This is an optimization exercise on Yosys and OpenROAD, whose aim is small area, a short achievable clock period and few clock cycles per item, not a production implementation.
In this exercise RTL edits were held to simulation tests only and were not proved equivalent to the original.

==> inputs of build 88 <==
## angle_slew_limiter_unit
module angle_slew_limiter_unit
(
    input  logic                                   clk,
    input  logic                                   rst_n,
    input  logic                                   cfg_valid,
    output logic                                   cfg_ready,
    input  logic [asl_pkg::RATE_W-1:0]             cfg_max_rate,
    input  logic                                   frame_valid,
    output logic                                   frame_ready,
    input  logic signed [asl_pkg::VEC_WIDTH-1:0]   frame_tgt_x,
    input  logic signed [asl_pkg::VEC_WIDTH-1:0]   frame_tgt_y,
    input  logic signed [asl_pkg::VEC_WIDTH-1:0]   frame_src_x,
    input  logic signed [asl_pkg::VEC_WIDTH-1:0]   frame_src_y,
    input  logic [asl_pkg::STAMP_W-1:0]            frame_stamp_us,
    output logic                                   result_valid,
    input  logic                                   result_ready,
    output logic signed [asl_pkg::OUT_ANGLE_W-1:0] result_angle,
    output logic                                   result_was_limited,
    output logic                                   result_was_held
);
==> flow/config.mk <==
export PLATFORM = sky130hd
export DESIGN_NAME = angle_slew_limiter_unit
export DESIGN_NICKNAME = angle_slew_limiter_unit
export VERILOG_FILES = /design/flow/design.v
export SDC_FILE = /design/flow/constraint.sdc
export NUM_CORES = 4
export LEC_CHECK = 0
export ABC_AREA = 1
export ABC_CLOCK_PERIOD_IN_PS = 4000
export CAP_MARGIN = 20
export CORE_MARGIN = 2
export CORE_UTILIZATION = 45
export SETUP_SLACK_MARGIN = 3.3
export SLEW_MARGIN = 20
==> flow/constraint.sdc <==
create_clock -name core_clock -period 7.5 [get_ports {clk}]
set_input_delay 1.5000 -clock core_clock [delete_from_list [all_inputs] [get_ports {clk}]]
set_output_delay 1.5000 -clock core_clock [all_outputs]
set_load 0.01 [all_outputs]
run.sh (not shown) runs the stock make flow with config.mk's settings and CLKGATE_MAP_FILE= SYNTH_SCRIPT=/design/flow/synth_recipe.tcl, a recipe that flattens the netlist after the stock synthesis.
==> inputs of trial 24, as changes to build 88 <==
--- a/flow/design.v
+++ b/flow/design.v
@@ -3592,47 +3592,55 @@
         else if (v[SST])
             cur_q <= new_angle;
     end
     localparam int FD    = DEPTH - 1;
     localparam int FPW   = (FD > 1) ? $clog2(FD) : 1;
     logic [17:0] mem [FD];
     logic [FPW-1:0] wp_q, rp_q;
     logic [CNT_W-1:0] fcnt_q;
-    logic [17:0] res_d, out_q;
-    logic out_free, fifo_nz, push, pop;
+    logic [17:0] res_d, pend_d, out_q;
+    logic [1:0]  lh_q;
+    logic pend_q;
+    logic out_free, fifo_nz, push, pop, direct;
     assign res_d    = {new_angle, limd, held_s};
+    assign pend_d   = {cur_q, lh_q};
     assign out_free = !rv_q || result_ready;
     assign fifo_nz  = (fcnt_q != '0);
-    assign push = v[SST] && !(out_free && !fifo_nz);
-    assign pop  = out_free && fifo_nz;
+    assign direct = out_free && !fifo_nz && !pend_q;
+    assign push   = pend_q && !(out_free && !fifo_nz);
+    assign pop    = out_free && fifo_nz;
     always_ff @(posedge clk)
     begin
         if (push)
-            mem[wp_q] <= res_d;
+            mem[wp_q] <= pend_d;
         if (out_free)
-            out_q <= fifo_nz ? mem[rp_q] : res_d;
+            out_q <= fifo_nz ? mem[rp_q] : (pend_q ? pend_d : res_d);
+        if (v[SST])
+            lh_q <= {limd, held_s};
     end
     always_ff @(posedge clk or negedge rst_n)
     begin
         if (!rst_n)
         begin
             wp_q   <= '0;
             rp_q   <= '0;
             fcnt_q <= '0;
             rv_q   <= 1'b0;
+            pend_q <= 1'b0;
         end
         else
         begin
             if (push)
                 wp_q <= (wp_q == FPW'(FD - 1)) ? '0 : wp_q + 1'b1;
             if (pop)
                 rp_q <= (rp_q == FPW'(FD - 1)) ? '0 : rp_q + 1'b1;
             fcnt_q <= fcnt_q + CNT_W'(push) - CNT_W'(pop);
+            pend_q <= v[SST] && !direct;
             if (out_free)
-                rv_q <= fifo_nz || v[SST];
+                rv_q <= fifo_nz || pend_q || v[SST];
         end
     end
     assign result_valid       = rv_q;
     assign result_angle       = out_q[17:2];
     assign result_was_limited = out_q[1];
     assign result_was_held    = out_q[0];
 endmodule
==> inputs of build 79, as changes to build 88 <==
==> flow/config.mk (replaced) <==
export PLATFORM = sky130hd
export DESIGN_NAME = angle_slew_limiter_unit
export DESIGN_NICKNAME = angle_slew_limiter_unit
export VERILOG_FILES = /design/flow/design.v
export SDC_FILE = /design/flow/constraint.sdc
export NUM_CORES = 4
export LEC_CHECK = 0
export ABC_AREA = 1
export ABC_CLOCK_PERIOD_IN_PS = 4500
export CAP_MARGIN = 20
export CORE_MARGIN = 2
export CORE_UTILIZATION = 45
export SETUP_SLACK_MARGIN = 3.3
export SLEW_MARGIN = 20
==> inputs of trial 58, as changes to build 88 <==
--- a/flow/design.v
+++ b/flow/design.v
@@ -3592,47 +3592,55 @@
         else if (v[SST])
             cur_q <= new_angle;
     end
     localparam int FD    = DEPTH - 1;
     localparam int FPW   = (FD > 1) ? $clog2(FD) : 1;
     logic [17:0] mem [FD];
     logic [FPW-1:0] wp_q, rp_q;
     logic [CNT_W-1:0] fcnt_q;
-    logic [17:0] res_d, out_q;
-    logic out_free, fifo_nz, push, pop;
+    logic [17:0] res_d, pend_d, out_q;
+    logic [1:0]  lh_q;
+    logic pend_q;
+    logic out_free, fifo_nz, push, pop, direct;
     assign res_d    = {new_angle, limd, held_s};
+    assign pend_d   = {cur_q, lh_q};
     assign out_free = !rv_q || result_ready;
     assign fifo_nz  = (fcnt_q != '0);
-    assign push = v[SST] && !(out_free && !fifo_nz);
-    assign pop  = out_free && fifo_nz;
+    assign direct = out_free && !fifo_nz && !pend_q;
+    assign push   = pend_q && !(out_free && !fifo_nz);
+    assign pop    = out_free && fifo_nz;
     always_ff @(posedge clk)
     begin
         if (push)
-            mem[wp_q] <= res_d;
+            mem[wp_q] <= pend_d;
         if (out_free)
-            out_q <= fifo_nz ? mem[rp_q] : res_d;
+            out_q <= fifo_nz ? mem[rp_q] : (pend_q ? pend_d : res_d);
+        if (v[SST])
+            lh_q <= {limd, held_s};
     end
     always_ff @(posedge clk or negedge rst_n)
     begin
         if (!rst_n)
         begin
             wp_q   <= '0;
             rp_q   <= '0;
             fcnt_q <= '0;
             rv_q   <= 1'b0;
+            pend_q <= 1'b0;
         end
         else
         begin
             if (push)
                 wp_q <= (wp_q == FPW'(FD - 1)) ? '0 : wp_q + 1'b1;
             if (pop)
                 rp_q <= (rp_q == FPW'(FD - 1)) ? '0 : rp_q + 1'b1;
             fcnt_q <= fcnt_q + CNT_W'(push) - CNT_W'(pop);
+            pend_q <= v[SST] && !direct;
             if (out_free)
-                rv_q <= fifo_nz || v[SST];
+                rv_q <= fifo_nz || pend_q || v[SST];
         end
     end
     assign result_valid       = rv_q;
     assign result_angle       = out_q[17:2];
     assign result_was_limited = out_q[1];
     assign result_was_held    = out_q[0];
 endmodule
--- a/flow/config.mk
+++ b/flow/config.mk
@@ -5,10 +5,10 @@
 export SDC_FILE = /design/flow/constraint.sdc
 export NUM_CORES = 4
 export LEC_CHECK = 0
 export ABC_AREA = 1
 export ABC_CLOCK_PERIOD_IN_PS = 4000
 export CAP_MARGIN = 20
 export CORE_MARGIN = 2
 export CORE_UTILIZATION = 45
-export SETUP_SLACK_MARGIN = 3.3
+export SETUP_SLACK_MARGIN = 3.5
 export SLEW_MARGIN = 20
==> notes.md <==
top sig layer=met4; routing usage on met2=36.54%; Clock Sink Count=1688; WHS Endpoint=lim_p[8][6]; Detail Placement HPWL=194800 um; cell area after technology mapping=0.1040 mm2; required time worst endpoint=8.22 ns; full die area=0.2349 mm2; Final Worst Setup Slack=3.340 ns; result of the run=timing/DRC/antenna clean; number of distinct library cell variants in the gate-level netlist after synthesis=76; Cells after Synth=11610; EDFF count, synth=290; setup slack after placement=1.956 ns; Multi-input gate area=0.06100 mm2; Slew HR=31.26%
# the run above: trial 24

==> notes.md <==
required time worst endpoint=8.21 ns; Post-Synth XOR/XNOR Area=12.33%; cell area after technology mapping=0.1040 mm2; clock root buffer=sky130_fd_sc_hd__clkbuf_16; Cells after Synth=11610; count of multi-input gates=8042; routing usage on met2=37.32%; number of distinct library cell variants in the gate-level netlist after synthesis=76; Multi-input gate area=0.06256 mm2; EDFF count, synth=290; WHS Endpoint=dt_w[2]; Detail Placement HPWL=196100 um; cell type of the slowest stage on the worst timing path=sky130_fd_sc_hd__fa_1; Clock Sink Count=1688; Final Worst Setup Slack=3.345 ns; CP Launch Point=ds_w[3]; top sig layer=met5; result of the run=timing/DRC/antenna clean
# the run above: trial 58

==> notes.md <==
Clock Sink Count=1685; Cells after Synth=11590; Multi-input gate area=0.06165 mm2; number of distinct library cell variants in the gate-level netlist after synthesis=85; full die area=0.2351 mm2; required time worst endpoint=8.08 ns; EDFF count, synth=288; Slew HR=25.49%; Detail Placement HPWL=196300 um; result of the run=timing/DRC/antenna clean; Final Worst Setup Slack=3.271 ns; setup slack after placement=2.129 ns
# the run above: build 79

==> notes.md <==
cell area after technology mapping=0.1041 mm2; Worst-Skew Late Latency=0.86 ns; required time worst endpoint=8.08 ns; Multi-input gate area=0.06165 mm2; die boundary width=484.9 um; top sig layer=met5; fraction of area in registers=31.30%; result of the run=timing/DRC/antenna clean; Clock Sink Count=1685; Detail Placement HPWL=196300 um; maximum number of buffers from clock root to sink=3; Cells after Synth=11590; max FFs per register=270; Final Worst Setup Slack=3.271 ns; number of distinct library cell variants in the gate-level netlist after synthesis=85; Slew HR=25.49%; WHS Endpoint=dt_w[9]
# the run above: build 88

Testbench counts of build 88, summed over its fixed seeds: cycles 2,560, items 2,048.
Testbench counts of trial 24, summed over its fixed seeds: cycles 2,560, items 2,048.
Testbench counts of build 79, summed over its fixed seeds: cycles 2,560, items 2,048.
Testbench counts of trial 58, summed over its fixed seeds: cycles 2,560, items 2,048.

afterwards: timing with drivers on the ports:
No port has a modelled driver above. Below, the same layouts with a new extraction and two added sets of constraints. Step 1: set_driving_cell puts a clkbuf_16 on clk and a buf_2 on each other input, an assumption about the parent block. Step 2 moves the port delays by t, midway between the first and last clock arrival at a register: inputs arrive t later, outputs are due t later. That takes back most of the time a late clock gives input paths. Slacks: no drivers / after step 1 / after step 2; pairs: no drivers / after step 1.
| run | t (ns) | setup slack, ns | worst setup path after step 2 | worst slew at a driven data input, ns | cell pins on the clock port's net |
|---|---|---|---|---|---|
| build 88 | 0.915 | 3.271 / 3.271 / 2.698 | input to register | 0.09 | 1 |
| trial 24 | 0.925 | 3.340 / 3.340 / 2.692 | input to register | 0.06 | 1 |
| build 79 | 0.915 | 3.271 / 3.271 / 2.698 | input to register | 0.09 | 1 |
| trial 58 | 0.934 | 3.345 / 3.345 / 2.800 | input to register | 0.08 | 1 |
After both steps setup and hold are still met in every run listed. For trial 24, which loses most, drivers alone change the setup slack by 0.000 ns; drivers and shift together by -0.648 ns.
